This is an optimization exercise on Yosys and OpenROAD, whose aim is small area and a short achievable clock period, not a production implementation.
The RTL was checked by simulation tests, not by an equivalence proof against the original design.
Power figures rest on the tool's default switching activity, not on a simulated workload.

==> flow/design.v <==
package mem_resp_pkg;
  localparam int unsigned MR_ADDR_W = 8;
  localparam int unsigned MR_DATA_W = 8;
  localparam int unsigned MR_DEPTH  = 200;
  localparam int unsigned MR_RD_LAT = 2;
  localparam int unsigned             MR_FILL_W   = 64;
  localparam logic [MR_FILL_W-1:0]    MR_OOR_FILL = '1;
endpackage
module mem_resp_sel #(
  parameter int unsigned N = 32,
  parameter int unsigned W = 8
) (
  input  logic [N-1:0]   sel,
  input  logic [N*W-1:0] d,
  output logic [W-1:0]   y
);
  always_comb begin
    y = '0;
    for (int unsigned e = 0; e < N; e++) y = y | ({W{sel[e]}} & d[e*W +: W]);
  end
endmodule
module mem_resp_dec #(
  parameter int unsigned A = 5,
  parameter int unsigned N = 32
) (
  input  logic [A-1:0] a,
  output logic [N-1:0] sel
);
  always_comb begin
    for (int unsigned e = 0; e < N; e++) sel[e] = a == A'(e);
  end
endmodule
module mem_responder #(
  parameter int unsigned ADDR_W = mem_resp_pkg::MR_ADDR_W,
  parameter int unsigned DATA_W = mem_resp_pkg::MR_DATA_W,
  parameter int unsigned DEPTH  = mem_resp_pkg::MR_DEPTH
) (
  input  logic              clk,
  input  logic              rst_n,
  input  logic              enable,
  input  logic              read,
  input  logic [ADDR_W-1:0] addr,
  input  logic [DATA_W-1:0] wdata,
  output logic [DATA_W-1:0] data,
  output logic              data_valid,
  output logic              err
);
  localparam logic [DATA_W-1:0] FILL = DATA_W'(mem_resp_pkg::MR_OOR_FILL);
  localparam int unsigned       NCOL = 16;                         
  localparam int unsigned       NROW = (DEPTH + NCOL - 1) / NCOL;  
  localparam int unsigned       NENT = 32;                         
  localparam int unsigned       NGRP = (DEPTH + NENT - 1) / NENT;  
  logic w_in_range, w_wr_req, w_rd_req;
  assign w_in_range = 32'(addr) < DEPTH;
  assign w_wr_req   = enable & ~read;
  assign w_rd_req   = enable & read;
  logic [NCOL-1:0]   r_col_n;
  logic [NROW-1:0]   r_row_wr_n;
  logic [DATA_W-1:0] r_wdata;
  always_ff @(posedge clk or negedge rst_n) begin
    if (!rst_n) begin
      r_col_n    <= '0;
      r_row_wr_n <= '0;
      r_wdata    <= '0;
    end else begin
      for (int unsigned j = 0; j < NCOL; j++) r_col_n[j] <= addr[3:0] != 4'(j);
      for (int unsigned i = 0; i < NROW; i++) r_row_wr_n[i] <= ~(w_wr_req & (addr[7:4] == 4'(i)));
      if (w_wr_req) r_wdata <= wdata;
    end
  end
  logic [DATA_W-1:0] r_mem [DEPTH];
  for (genvar b = 0; b < DEPTH; b++) begin : g_mem
    always_ff @(posedge clk) begin
      if (~(r_row_wr_n[b / NCOL] | r_col_n[b % NCOL])) r_mem[b] <= r_wdata;
    end
  end
  logic [DATA_W-1:0] w_part [NGRP];
  logic              w_hit;
  for (genvar g = 0; g < NGRP; g++) begin : g_sel
    localparam int unsigned NE = (DEPTH - g * NENT < NENT) ? DEPTH - g * NENT : NENT;
    logic [NE-1:0]        w_ent;
    logic [NE*DATA_W-1:0] w_d;
    for (genvar e = 0; e < NE; e++) begin : g_d
      assign w_d[e*DATA_W +: DATA_W] = r_mem[g * NENT + e];
    end
    mem_resp_dec #(.A(5), .N(NE)) u_dec (
      .a   (addr[4:0]),
      .sel (w_ent)
    );
    mem_resp_sel #(.N(NE), .W(DATA_W)) u_sel (
      .sel (w_ent),
      .d   (w_d),
      .y   (w_part[g])
    );
  end
  assign w_hit = ~(r_row_wr_n[addr[7:4]] | r_col_n[addr[3:0]]);
  logic [DATA_W-1:0] r_part [NGRP];
  logic [NGRP-1:0]   r_grp;      
  logic              r_hit;
  logic              r_oor;
  logic              r_rd;
  always_ff @(posedge clk) begin
    for (int unsigned g = 0; g < NGRP; g++) r_part[g] <= w_part[g];
    for (int unsigned g = 0; g < NGRP; g++) r_grp[g] <= addr[7:5] == 3'(g);
    r_hit  <= w_hit;
    r_oor  <= ~w_in_range;
  end
  always_ff @(posedge clk or negedge rst_n) begin
    if (!rst_n) r_rd <= 1'b0;
    else        r_rd <= w_rd_req;
  end
  logic [DATA_W-1:0] w_rd_data;
  always_comb begin
    w_rd_data = '0;
    for (int unsigned g = 0; g < NGRP; g++)
      w_rd_data = w_rd_data | ({DATA_W{r_grp[g]}} & r_part[g]);
    if (r_hit) w_rd_data = r_wdata;
    if (r_oor) w_rd_data = FILL;
  end
  logic              r_valid;
  logic              r_err;
  logic [DATA_W-1:0] r_data;
  always_ff @(posedge clk or negedge rst_n) begin
    if (!rst_n) begin
      r_valid <= 1'b0;
      r_err   <= 1'b0;
      r_data  <= '0;
    end else begin
      r_valid <= r_rd;
      r_err   <= (r_rd & r_oor) | (w_wr_req & ~w_in_range);
      if (r_rd) r_data <= w_rd_data;
    end
  end
  assign data       = r_data;
  assign data_valid = r_valid;
  assign err        = r_err;
endmodule
make LEC_CHECK=0 CAP_MARGIN=20 CORE_MARGIN=2 CORE_UTILIZATION=70 CTS_CLUSTER_DIAMETER=150 CTS_CLUSTER_SIZE=30 PLACE_DENSITY_LB_ADDON=0.08 SETUP_SLACK_MARGIN=3.8 SLEW_MARGIN=20 SYNTH_HIERARCHICAL=1 TNS_END_PERCENT=5 finish   # period 6.0 ns
run.sh (not shown) runs the stock make flow with config.mk's settings and CLKGATE_MAP_FILE= SYNTH_SCRIPT=/design/flow/synth_recipe.tcl, a recipe that flattens the netlist after the stock synthesis.
The starting point finished clean.
==> next run, changes <==
Settings changed: CTS_CLUSTER_DIAMETER 150 to 100, CTS_CLUSTER_SIZE 30 to 24, SETUP_SLACK_MARGIN 3.8 to 3.6, TNS_END_PERCENT 5 to unset.
Outcome: The new run completed without violations; worst hold slack is worse by 0.026 ns; global-route usage goes down by 0.18 points; sequential share of layout area goes up by 0.40 points; power goes up by 2.5%; utilization goes down by 0.41 points; die area is unchanged; clock-buffer cell count goes up by 30.
==> next run, changes <==
Settings changed: CTS_CLUSTER_DIAMETER 100 to 150, CTS_CLUSTER_SIZE 24 to 30, TNS_END_PERCENT set to 5.
Result: The changed run went through all stages and came out clean; clock skew increases by 0.0070 ns; worst setup slack gets worse by 0.036 ns; synthesized area does not change; via count is lower by 1.1%.
==> next run, changes <==
Settings changed: SETUP_SLACK_MARGIN 3.6 to 3.45, TNS_END_PERCENT 5 to unset.
=> The changed run finished with timing, DRC and antenna clean; count of clock-buffer cells in the layout drops by 1; final area drops by 0.91%; critical path depth drops by 2; fmax drops by 2.5%; routed wire length drops by 2.0%.

## what the ideal ports hide
The results above use ideal ports. As a check the final layouts listed here were re-extracted and re-timed, cells and wires unchanged.
Step 1 sets driving cells, clkbuf_16 on the clock port and buf_2 on the other inputs (assumed; they add their load-dependent delay and slew).
Step 2, shift: input delay + t, output delay - t, t = (earliest + latest rising clock arrival at the registers) / 2. This alone moves slack from input paths to output paths.
Slacks: ideal / step 1 / step 2; pairs: ideal / step 1.
run | shift t [ns] | slack for setup (ns) | hold slack, ns | cell pins on the clock port's net
the first run | 0.724 | 3.515 / 3.238 / 2.514 | 0.537 / 0.509 / 0.537 | 1
the second run | 0.756 | 3.496 / 3.298 / 2.542 | 0.511 / 0.511 / 0.511 | 1
the third run | 0.722 | 3.460 / 3.311 / 2.589 | 0.543 / 0.505 / 0.543 | 1
the fourth run | 0.728 | 3.394 / 3.261 / 2.533 | 0.507 / 0.507 / 0.507 | 1
After both steps setup and hold are still met in every run listed. For the first run, which loses most, drivers alone change the setup slack by -0.277 ns; drivers and shift together by -1.001 ns.
